Background: an optimization exercise with open tools, aiming at small area, a short achievable clock period and few clock cycles per item. Do not read the settings as production practice. Function was checked by simulation only, so behaviour that the tests miss may differ from the original.

$ cat flow/run.sh
#!/bin/bash
# synth_recipe.tcl (not shown) runs the flow's synth.tcl, then flattens the netlist and writes it again
# the make line also repeats each setting of config.mk as NAME=value (left out here)
make -C /OpenROAD-flow-scripts/flow DESIGN_CONFIG=/design/flow/config.mk WORK_HOME=/design/flow/orfs CLKGATE_MAP_FILE= SYNTH_SCRIPT=/design/flow/synth_recipe.tcl finish
$ cat flow/config.mk
export PLATFORM = sky130hd
export DESIGN_NAME = swept_aabb_first_contact_top
export DESIGN_NICKNAME = swept_aabb_first_contact_top
export VERILOG_FILES = /design/flow/design.v
export SDC_FILE = /design/flow/constraint.sdc
export NUM_CORES = 4
export LEC_CHECK = 0
export CAP_MARGIN = 20
export CORE_MARGIN = 2
export CORE_UTILIZATION = 40
export SLEW_MARGIN = 20
$ cat flow/constraint.sdc
create_clock -name core_clock -period 7.0 [get_ports {clock}]
set_input_delay 1.4000 -clock core_clock [delete_from_list [all_inputs] [get_ports {clock}]]
set_output_delay 1.4000 -clock core_clock [all_outputs]
set_load 0.01 [all_outputs]
$ cat flow/design.v
`default_nettype none
package sacf_pkg;
   localparam int PosWidth = 24;
   localparam int SizeWidth = 20;
   localparam int VelWidth = 21;
   localparam int EdgeWidth = PosWidth + 1;
   localparam int DiffWidth = PosWidth + 2;
   localparam int MagWidth = VelWidth;
   localparam int QuoWidth = 16;
   localparam int TimeWidth = QuoWidth + 1;
   localparam int BitsPerStage = 2;
   localparam int DivStages = QuoWidth / BitsPerStage;
   localparam int NumStages = DivStages + 3;
   localparam logic [TimeWidth-1:0] ONE_FRAME = TimeWidth'(65536);
   localparam logic AXIS_X = 1'b0;
   localparam logic AXIS_Y = 1'b1;
   localparam int SetupBits = 2 * (3 + MagWidth + 2 * DiffWidth) - 1;
   localparam int PipeBits = 2 * (1 + MagWidth + 2 * (2 + MagWidth + QuoWidth)) + 1;
   typedef struct packed {
      logic                        still;
      logic                        fail;
      logic [MagWidth-1:0]         mag;
      logic signed [DiffWidth-1:0] en;
      logic signed [DiffWidth-1:0] ex;
   } setup_axis_type;
   typedef struct packed {
      setup_axis_type x;
      setup_axis_type y;
      logic           blocked;
   } setup_type;
   typedef struct packed {
      logic                zero;
      logic                sat;
      logic [MagWidth-1:0] rem;
      logic [QuoWidth-1:0] quo;
   } lane_type;
   typedef struct packed {
      logic                still;
      logic [MagWidth-1:0] mag;
      lane_type            en;
      lane_type            ex;
   } div_axis_type;
   typedef struct packed {
      div_axis_type x;
      div_axis_type y;
      logic         fail;
   } pipe_type;
   function automatic setup_axis_type axis_setup(
      input logic signed [VelWidth-1:0] v,
      input logic signed [PosWidth-1:0] pos_a,
      input logic [SizeWidth-1:0]       size_a,
      input logic signed [PosWidth-1:0] pos_b,
      input logic [SizeWidth-1:0]       size_b
   );
      setup_axis_type r;
      logic signed [DiffWidth-1:0] amin;
      logic signed [DiffWidth-1:0] amax;
      logic signed [DiffWidth-1:0] bmin;
      logic signed [DiffWidth-1:0] bmax;
      logic [VelWidth:0] nv;
      amin = DiffWidth'(pos_a);
      bmin = DiffWidth'(pos_b);
      amax = amin + $signed({{(DiffWidth-SizeWidth){1'b0}}, size_a});
      bmax = bmin + $signed({{(DiffWidth-SizeWidth){1'b0}}, size_b});
      nv = -{v[VelWidth-1], v};
      r.still = (v == '0);
      if (v == '0) begin
         r.fail = !((bmin <= amax) && (amin <= bmax));
         r.mag = '0;
         r.en = '0;
         r.ex = '0;
      end else if (v[VelWidth-1]) begin
         r.fail = (amax < bmin);
         r.mag = nv[MagWidth-1:0];
         r.en = amin - bmax;
         r.ex = amax - bmin;
      end else begin
         r.fail = (amin > bmax);
         r.mag = v[MagWidth-1:0];
         r.en = bmin - amax;
         r.ex = bmax - amin;
      end
      axis_setup = r;
   endfunction
   function automatic lane_type lane_init(
      input logic signed [DiffWidth-1:0] n,
      input logic [MagWidth-1:0]         mag,
      input logic                        still
   );
      lane_type r;
      r.zero = still || n[DiffWidth-1] || (n == '0);
      r.sat = !r.zero && (n[DiffWidth-2:0] >= {{(DiffWidth-1-MagWidth){1'b0}}, mag});
      r.rem = n[MagWidth-1:0];
      r.quo = '0;
      lane_init = r;
   endfunction
   function automatic lane_type lane_step(
      input lane_type            l,
      input logic [MagWidth-1:0] mag
   );
      lane_type r;
      logic [MagWidth:0] t;
      r = l;
      for (int i = 0; i < BitsPerStage; i++) begin
         t = {r.rem, 1'b0};
         if (t >= {1'b0, mag}) begin
            t = t - {1'b0, mag};
            r.quo = {r.quo[QuoWidth-2:0], 1'b1};
         end else begin
            r.quo = {r.quo[QuoWidth-2:0], 1'b0};
         end
         r.rem = t[MagWidth-1:0];
      end
      lane_step = r;
   endfunction
   function automatic logic [TimeWidth-1:0] lane_time(input lane_type l);
      if (l.zero) begin
         lane_time = '0;
      end else if (l.sat) begin
         lane_time = ONE_FRAME;
      end else begin
         lane_time = {1'b0, l.quo};
      end
   endfunction
endpackage
`default_nettype wire
`default_nettype none
module sacf_setup (
   input  wire logic                                  clock,
   input  wire logic                                  load,
   input  wire logic signed [sacf_pkg::PosWidth-1:0]  a_x,
   input  wire logic signed [sacf_pkg::PosWidth-1:0]  a_y,
   input  wire logic [sacf_pkg::SizeWidth-1:0]        a_width,
   input  wire logic [sacf_pkg::SizeWidth-1:0]        a_height,
   input  wire logic signed [sacf_pkg::PosWidth-1:0]  b_x,
   input  wire logic signed [sacf_pkg::PosWidth-1:0]  b_y,
   input  wire logic [sacf_pkg::SizeWidth-1:0]        b_width,
   input  wire logic [sacf_pkg::SizeWidth-1:0]        b_height,
   input  wire logic signed [sacf_pkg::VelWidth-1:0]  rel_vel_x,
   input  wire logic signed [sacf_pkg::VelWidth-1:0]  rel_vel_y,
   input  wire logic                                  pair_blocked,
   output logic [sacf_pkg::SetupBits-1:0]             setup_out
);
   sacf_pkg::setup_type setup_ff;
   sacf_pkg::setup_type setup_in;
   always_comb begin
      setup_in.x = sacf_pkg::axis_setup(rel_vel_x, a_x, a_width, b_x, b_width);
      setup_in.y = sacf_pkg::axis_setup(rel_vel_y, a_y, a_height, b_y, b_height);
      setup_in.blocked = pair_blocked;
   end
   always_ff @(posedge clock) begin
      if (load) begin
         setup_ff <= setup_in;
      end
   end
   assign setup_out = setup_ff;
endmodule
`default_nettype wire
`default_nettype none
module sacf_prep (
   input  wire logic                clock,
   input  wire logic                load,
   input  wire logic [sacf_pkg::SetupBits-1:0] setup_vec,
   output logic [sacf_pkg::PipeBits-1:0]       pipe_out
);
   sacf_pkg::setup_type setup_in;
   assign setup_in = setup_vec;
   sacf_pkg::pipe_type pipe_ff;
   sacf_pkg::pipe_type pipe_in;
   always_comb begin
      pipe_in.x.still = setup_in.x.still;
      pipe_in.x.mag = setup_in.x.mag;
      pipe_in.x.en = sacf_pkg::lane_init(setup_in.x.en, setup_in.x.mag, setup_in.x.still);
      pipe_in.x.ex = sacf_pkg::lane_init(setup_in.x.ex, setup_in.x.mag, setup_in.x.still);
      pipe_in.y.still = setup_in.y.still;
      pipe_in.y.mag = setup_in.y.mag;
      pipe_in.y.en = sacf_pkg::lane_init(setup_in.y.en, setup_in.y.mag, setup_in.y.still);
      pipe_in.y.ex = sacf_pkg::lane_init(setup_in.y.ex, setup_in.y.mag, setup_in.y.still);
      pipe_in.fail = setup_in.blocked || setup_in.x.fail || setup_in.y.fail;
   end
   always_ff @(posedge clock) begin
      if (load) begin
         pipe_ff <= pipe_in;
      end
   end
   assign pipe_out = pipe_ff;
endmodule
`default_nettype wire
`default_nettype none
module sacf_div_step (
   input  wire logic           clock,
   input  wire logic           load,
   input  wire logic [sacf_pkg::PipeBits-1:0] pipe_vec,
   output logic [sacf_pkg::PipeBits-1:0] pipe_out
);
   sacf_pkg::pipe_type pipe_in;
   assign pipe_in = pipe_vec;
   sacf_pkg::pipe_type pipe_ff;
   sacf_pkg::pipe_type step_in;
   always_comb begin
      step_in = pipe_in;
      step_in.x.en = sacf_pkg::lane_step(pipe_in.x.en, pipe_in.x.mag);
      step_in.x.ex = sacf_pkg::lane_step(pipe_in.x.ex, pipe_in.x.mag);
      step_in.y.en = sacf_pkg::lane_step(pipe_in.y.en, pipe_in.y.mag);
      step_in.y.ex = sacf_pkg::lane_step(pipe_in.y.ex, pipe_in.y.mag);
   end
   always_ff @(posedge clock) begin
      if (load) begin
         pipe_ff <= step_in;
      end
   end
   assign pipe_out = pipe_ff;
endmodule
`default_nettype wire
`default_nettype none
module sacf_resolve (
   input  wire logic                             clock,
   input  wire logic                             load,
   input  wire logic [sacf_pkg::PipeBits-1:0] pipe_vec,
   output logic                                  hit,
   output logic [sacf_pkg::TimeWidth-1:0]        hit_time,
   output logic                                  hit_axis
);
   sacf_pkg::pipe_type pipe_in;
   assign pipe_in = pipe_vec;
   logic                 hit_ff;
   logic [sacf_pkg::TimeWidth-1:0] time_ff;
   logic                 axis_ff;
   logic                 hit_in;
   logic [sacf_pkg::TimeWidth-1:0] time_in;
   logic                 axis_in;
   logic [sacf_pkg::TimeWidth-1:0] start;
   logic [sacf_pkg::TimeWidth-1:0] stop;
   logic [sacf_pkg::TimeWidth-1:0] te_y;
   logic [sacf_pkg::TimeWidth-1:0] tx_y;
   logic                 axis;
   always_comb begin
      start = sacf_pkg::lane_time(pipe_in.x.en);
      stop = pipe_in.x.still ? sacf_pkg::ONE_FRAME : sacf_pkg::lane_time(pipe_in.x.ex);
      axis = sacf_pkg::AXIS_X;
      te_y = sacf_pkg::lane_time(pipe_in.y.en);
      tx_y = sacf_pkg::lane_time(pipe_in.y.ex);
      if (!pipe_in.y.still) begin
         if (te_y > start) begin
            start = te_y;
            axis = sacf_pkg::AXIS_Y;
         end
         if (tx_y < stop) begin
            stop = tx_y;
         end
      end
      hit_in = !pipe_in.fail && (start < stop);
      time_in = hit_in ? start : '0;
      axis_in = hit_in ? axis : sacf_pkg::AXIS_X;
   end
   always_ff @(posedge clock) begin
      if (load) begin
         hit_ff <= hit_in;
         time_ff <= time_in;
         axis_ff <= axis_in;
      end
   end
   assign hit = hit_ff;
   assign hit_time = time_ff;
   assign hit_axis = axis_ff;
endmodule
`default_nettype wire
`default_nettype none
module swept_aabb_first_contact_top (
   input  wire logic                                 clock,
   input  wire logic                                 reset,
   input  wire logic                                 req_valid,
   output logic                                      req_stall,
   input  wire logic signed [sacf_pkg::PosWidth-1:0] req_a_x,
   input  wire logic signed [sacf_pkg::PosWidth-1:0] req_a_y,
   input  wire logic [sacf_pkg::SizeWidth-1:0]       req_a_width,
   input  wire logic [sacf_pkg::SizeWidth-1:0]       req_a_height,
   input  wire logic signed [sacf_pkg::PosWidth-1:0] req_b_x,
   input  wire logic signed [sacf_pkg::PosWidth-1:0] req_b_y,
   input  wire logic [sacf_pkg::SizeWidth-1:0]       req_b_width,
   input  wire logic [sacf_pkg::SizeWidth-1:0]       req_b_height,
   input  wire logic signed [sacf_pkg::VelWidth-1:0] req_rel_vel_x,
   input  wire logic signed [sacf_pkg::VelWidth-1:0] req_rel_vel_y,
   input  wire logic                                 req_pair_blocked,
   output logic                                      rsp_valid,
   input  wire logic                                 rsp_stall,
   output logic                                      rsp_hit,
   output logic [sacf_pkg::TimeWidth-1:0]            rsp_hit_time,
   output logic                                      rsp_hit_axis
);
   logic [sacf_pkg::NumStages-1:0] valid_ff;
   logic [sacf_pkg::NumStages-1:0] valid_in;
   logic [sacf_pkg::NumStages-1:0] ready;
   logic [sacf_pkg::SetupBits-1:0] setup;
   logic [(sacf_pkg::DivStages+1)*sacf_pkg::PipeBits-1:0] pipe;
   always_comb begin
      ready[sacf_pkg::NumStages-1] = !valid_ff[sacf_pkg::NumStages-1] || !rsp_stall;
      for (int k = sacf_pkg::NumStages - 2; k >= 0; k--) begin
         ready[k] = !valid_ff[k] || ready[k+1];
      end
      valid_in[0] = req_valid;
      for (int k = 1; k < sacf_pkg::NumStages; k++) begin
         valid_in[k] = valid_ff[k-1];
      end
   end
   always_ff @(posedge clock) begin
      if (reset) begin
         valid_ff <= '0;
      end else begin
         for (int k = 0; k < sacf_pkg::NumStages; k++) begin
            if (ready[k]) begin
               valid_ff[k] <= valid_in[k];
            end
         end
      end
   end
   assign req_stall = !ready[0];
   assign rsp_valid = valid_ff[sacf_pkg::NumStages-1];
   sacf_setup u_setup (
      .clock        (clock),
      .load         (ready[0]),
      .a_x          (req_a_x),
      .a_y          (req_a_y),
      .a_width      (req_a_width),
      .a_height     (req_a_height),
      .b_x          (req_b_x),
      .b_y          (req_b_y),
      .b_width      (req_b_width),
      .b_height     (req_b_height),
      .rel_vel_x    (req_rel_vel_x),
      .rel_vel_y    (req_rel_vel_y),
      .pair_blocked (req_pair_blocked),
      .setup_out    (setup)
   );
   sacf_prep u_prep (
      .clock    (clock),
      .load     (ready[1]),
      .setup_vec (setup),
      .pipe_out (pipe[0 +: sacf_pkg::PipeBits])
   );
   for (genvar s = 0; s < sacf_pkg::DivStages; s++) begin : g_div
      sacf_div_step u_step (
         .clock    (clock),
         .load     (ready[s+2]),
         .pipe_vec (pipe[s*sacf_pkg::PipeBits +: sacf_pkg::PipeBits]),
         .pipe_out (pipe[(s+1)*sacf_pkg::PipeBits +: sacf_pkg::PipeBits])
      );
   end
   sacf_resolve u_resolve (
      .clock    (clock),
      .load     (ready[sacf_pkg::NumStages-1]),
      .pipe_vec (pipe[sacf_pkg::DivStages*sacf_pkg::PipeBits +: sacf_pkg::PipeBits]),
      .hit      (rsp_hit),
      .hit_time (rsp_hit_time),
      .hit_axis (rsp_hit_axis)
   );
endmodule
`default_nettype wire
==> flow_results.org <==
** Floorplan
- The core region is 346000 sq um.
- Chip height :: between 500 and 600 um
- In this run the count of I/O pins placed on the die edge is 244.
- Row Count :: 216
- Initial Util :: 40.1%
- Die span in x :: 593 um
- The die covers 352000 sq um.

** Detailed routing
- Wires add up to 374 mm.
- Vias :: about 110k
- Before antenna repair, the detailed router went through 7 iterations.
- The count of nets left with antenna violations once routing finished came out at 0.
- After detailed routing, the average wire length per cell comes to 18.9 um.
- Initial detailed-routing violation count :: 6310
- Average vias per placed instance :: 5.48
- In the routed design, unresolved DRC markers number 0.

** Clock network
- Number of clock sinks :: 1576
- Number of post-CTS setup repair buffers :: 0
- Clock-pin slew of the registers on the worst-case setup and hold paths :: 60 ps
- Post-CTS Resized :: 0
- Clk root buf :: sky130_fd_sc_hd__clkbuf_16
- Buffers inserted to repair hold after CTS numbered 0.
- CTS buffer count :: approximately 180
- Clock tree from TritonCTS :: built
- Number of buffers between clock root and the deepest sink :: 4
- The clock tree synthesis step divided the H-tree into 4 levels.
- The later pin in the worst-skew pair is clocked with a latency of 880 ps.

** Timing
- Hold Violations, Final :: 0
- RSZ-0062 raised after global routing :: false
- Total Neg Setup Slack :: 0 ps
- Final hold slack :: 338 ps
- Worst slew margin relative to its limit :: 29.7%
- On the final layout, the worst clock skew is a little over 90 ps.
- Final setup viols :: 0
- Upper clock frequency limit :: 150 MHz
- Min cycle time layout :: around 6700 ps
- The final max-slew violation count was 0.
- The worst path meets setup with about 340 ps of slack.
- Worst Tran Pin Value :: between 1000 and 1500 ps
- Period utilization :: 95.1%

** Global routing
- Number of global-route vias before repair :: about 110k
- Maximum number of pins on one net before global-route repair :: 150
- First-pass GRT wire length :: 583 mm
- The number of antenna violations at the first check in global routing was 6.
- The total overflow left after global routing is 0.
- Global routing used around a fifth of the available tracks.

** Synthesis
- The most used flip-flop cell after synthesis is sky130_fd_sc_hd__edfxtp_1.
- Yosys printed 5 warnings.
- Cell with the most instances after synthesis :: sky130_fd_sc_hd__ha_1
- Area contributors post-synth :: sky130_fd_sc_hd__edfxtp_1, sky130_fd_sc_hd__ha_1, sky130_fd_sc_hd__xnor2_1
- The synthesized netlist contains roughly 110 unique library cells.
- Post-synthesis sequential area ratio :: 34.0%
- Top cell type's share of synthesized area :: 33.9%
- After synthesis, the most frequently instantiated cells are sky130_fd_sc_hd__ha_1, sky130_fd_sc_hd__edfxtp_1, sky130_fd_sc_hd__a21oi_1, sky130_fd_sc_hd__nor2_1, sky130_fd_sc_hd__nand2_1.
- Async S/R FF share, synth :: 0%
- Counting flops and latches in the post-synthesis netlist gives about 1600.
- Largest area contributor in the netlist :: sky130_fd_sc_hd__edfxtp_1
- In this run the cell area of the synthesized design comes to about 140000 sq um.
- Counting every instance in the synthesized netlist gives between 10000 and 15000.
- EDFF count, synth :: 1565
- A synthesized cell averages 9.53 sq um.
- Net count after synthesis :: between 15000 and 20000

** Placed design
- Dpl hpwl :: 304 mm
- The placed instances occupy a cell area of between 100000 and 150000 sq um.
- Including well taps, the total number of placed cells is just under 20000.
- Timing analysis after detailed placement gives a worst setup slack of between 100 and 150 ps.
- RD Place Congestion :: between 0.9 and 1
- During placement, the flow inserted port buffers numbering roughly 240.

** Setup path
- The worst setup path is of the flop to flop kind.
- The worst setup path is captured at a flop.
- The kind of cell with the highest combined delay along the critical path is compound AO/OA/AOI/OAI gates.
- Crit path largest cell delay :: 570 ps
- Worst Path Buf+Inv :: 2
- Worst endpoint data arrival time :: 7280 ps
- Highest fanout seen on the critical path :: 22
- Slowest cell on crit path :: sky130_fd_sc_hd__a2bb2oi_2
- Cell chain of the critical path :: inv_1, ha_1, a21o_1, a31o_2, a2111oi_2, nor4_1, o21ai_0, a31oi_1, a2bb2oi_2, mux2_2, ha_1, or3_1, or3_1, o221ai_1, a211oi_1, a311o_1, a21o_1, a21oi_2, o21ai_2, buf_4, mux2_2
- Data required time of the critical path :: ~7600 ps
- STA classifies the critical path startpoint as a flop.

** Layout
- Area grow syn2layout :: 11.9%
- Count of non-filler cells in the finished layout :: 19827
- Share of layout cells above drive strength 1 :: 10.7%
- The layout has 32985 filler cells.
- Nets :: 17100
- Final cell area excluding filler cells :: 155000 sq um
- Cells fill 44.9% of the core in the end.

** Run
- The tool flagged a number of max-cap violations equal to 0.

** Hold path
- The min-delay analysis places its worst path in the category flop to flop.

** Run status
- The run finished with no timing, DRC or antenna violations.
==> flip-flops by register name, indices dropped and copies added, names as in the netlist <==
signal and flops:
g_div.u_step.pipe_ff 1258, u_resolve.time_ff 17, valid_ff 11, u_prep.pipe_ff 137, u_resolve.axis_ff 1, u_resolve.hit_ff 1, u_setup.setup_ff 151
==> cells in the final DEF, fill, tap and decap left out, types with 102 or more instances in the layout <==
| cell type | instances |
|---|---|
| sky130_fd_sc_hd__ha_1 | 1729 |
| sky130_fd_sc_hd__edfxtp_1 | 1565 |
| sky130_fd_sc_hd__a21oi_1 | 1220 |
| sky130_fd_sc_hd__nor2_1 | 1076 |
| sky130_fd_sc_hd__nand2_1 | 1006 |
| sky130_fd_sc_hd__inv_1 | 935 |
| sky130_fd_sc_hd__xnor2_1 | 896 |
| sky130_fd_sc_hd__o21ai_0 | 883 |
| sky130_fd_sc_hd__mux2_2 | 661 |
| sky130_fd_sc_hd__a21o_1 | 517 |
| sky130_fd_sc_hd__buf_4 | 401 |
| sky130_fd_sc_hd__xor2_1 | 375 |
| sky130_fd_sc_hd__nor3_1 | 298 |
| sky130_fd_sc_hd__nand3_1 | 242 |
| sky130_fd_sc_hd__clkdlybuf4s50_1 | 241 |
| sky130_fd_sc_hd__o21a_1 | 235 |
| sky130_fd_sc_hd__nor2b_1 | 209 |
| sky130_fd_sc_hd__o21bai_1 | 187 |
| sky130_fd_sc_hd__clkbuf_16 | 187 |
| sky130_fd_sc_hd__nand2b_1 | 181 |
| sky130_fd_sc_hd__nand4_1 | 166 |
| sky130_fd_sc_hd__o31ai_1 | 153 |
| sky130_fd_sc_hd__a31oi_1 | 136 |
| sky130_fd_sc_hd__a211oi_1 | 122 |
| sky130_fd_sc_hd__or3_1 | 105 |
| sky130_fd_sc_hd__and2_1 | 102 |
==> worst register-to-register path, cell delays in order (launching register included) <==
cell and delay, ps:
sky130_fd_sc_hd__edfxtp_1 400, sky130_fd_sc_hd__inv_1 140, sky130_fd_sc_hd__ha_1 480, sky130_fd_sc_hd__a21o_1 210, sky130_fd_sc_hd__a31o_2 220, sky130_fd_sc_hd__a2111oi_2 110, sky130_fd_sc_hd__nor4_1 360, sky130_fd_sc_hd__o21ai_0 170
sky130_fd_sc_hd__a31oi_1 330, sky130_fd_sc_hd__a2bb2oi_2 570, sky130_fd_sc_hd__mux2_2 440, sky130_fd_sc_hd__ha_1 230, sky130_fd_sc_hd__or3_1 400, sky130_fd_sc_hd__or3_1 320, sky130_fd_sc_hd__o221ai_1 360, sky130_fd_sc_hd__a211oi_1 220
sky130_fd_sc_hd__a311o_1 430, sky130_fd_sc_hd__a21o_1 200, sky130_fd_sc_hd__a21oi_2 190, sky130_fd_sc_hd__o21ai_2 60, sky130_fd_sc_hd__buf_4 240, sky130_fd_sc_hd__mux2_2 330
==> metal layers <==
metal / part of all wire (%) / wire, um / GRT usage (%) / vias to the layer above
li1: - / - / - / 55047
met3: 3.4 / 12900 / 1.99 / 586
met1: 45 / 169000 / 26.6 / 50958
met4: 3.8 / 14200 / 7.55 / 2
met2: 47 / 178000 / 36.1 / 2106
met5: 0.0035 / 13 / 0 / -
==> final cells by class <==
class	instances	area, sq um	area share [%]
well taps	4578	5730	3.69
diodes	2	5.00	0.00322
clock buffers	219	4800	3.09
repair buffers	677	6090	3.92
flip-flops and latches	1576	47200	30.4
multi-input cells	11715	86700	55.8
inverters	950	3580	2.30
clock inverters	110	1150	0.744
==> cell families (layout without fill, tap and decap cells) <==
logic type	after synthesis	after routing	share of synthesized area (%)
muxes	703	703	5.70
buffers and inverters	1271	1956	3.60
AOI/OAI and AO/OA	4207	4207	19.5
DFF	1576	1576	34.0
xor gates and xnor gates	1271	1271	8.02
other	0	2	0
and+or+nand+nor	3761	3761	12.9
adders and majority gates	1773	1773	16.2
==> path summary, 6_finish.rpt <==
kind / end / slack, ps / cells after the start / startpoint
min: g_div[3].u_step.pipe_ff[144] / 340 / 0 / g_div[2].u_step.pipe_ff[142]
min reg2reg: g_div[3].u_step.pipe_ff[144] / 340 / 0 / g_div[2].u_step.pipe_ff[142]
max reg2reg: g_div[1].u_step.pipe_ff[18] / 340 / 21 / g_div[0].u_step.pipe_ff[81]
max: g_div[1].u_step.pipe_ff[18] / 340 / 21 / g_div[0].u_step.pipe_ff[81]
Testbench counts, summed over its fixed seeds: cycles 12,088, items 12,000.

[static timing again, ports no longer ideal]
The flow's constraints put no driver on any port. The routed layout listed below was extracted and timed again, unchanged, in two steps.
Step 1 assumes that a clkbuf_16 drives the clock port and a buf_2 every other input.
Step 2 moves the port delays by t, midway between the first and last clock arrival at a register: inputs arrive t later, outputs are due t later. That takes back most of the time a late clock gives input paths.
Slacks: no drivers / after step 1 / after step 2; pairs: no drivers / after step 1.
shift t [ns]: 0.948
setup slack, ns: 0.344 / 0.344 / 0.048
hold WS [ns]: 0.338 / 0.338 / 0.338
worst setup path at the end: input to register
After both steps setup and hold are still met in this run. For this run, drivers alone change the setup slack by 0.000 ns; drivers and shift together by -0.296 ns.
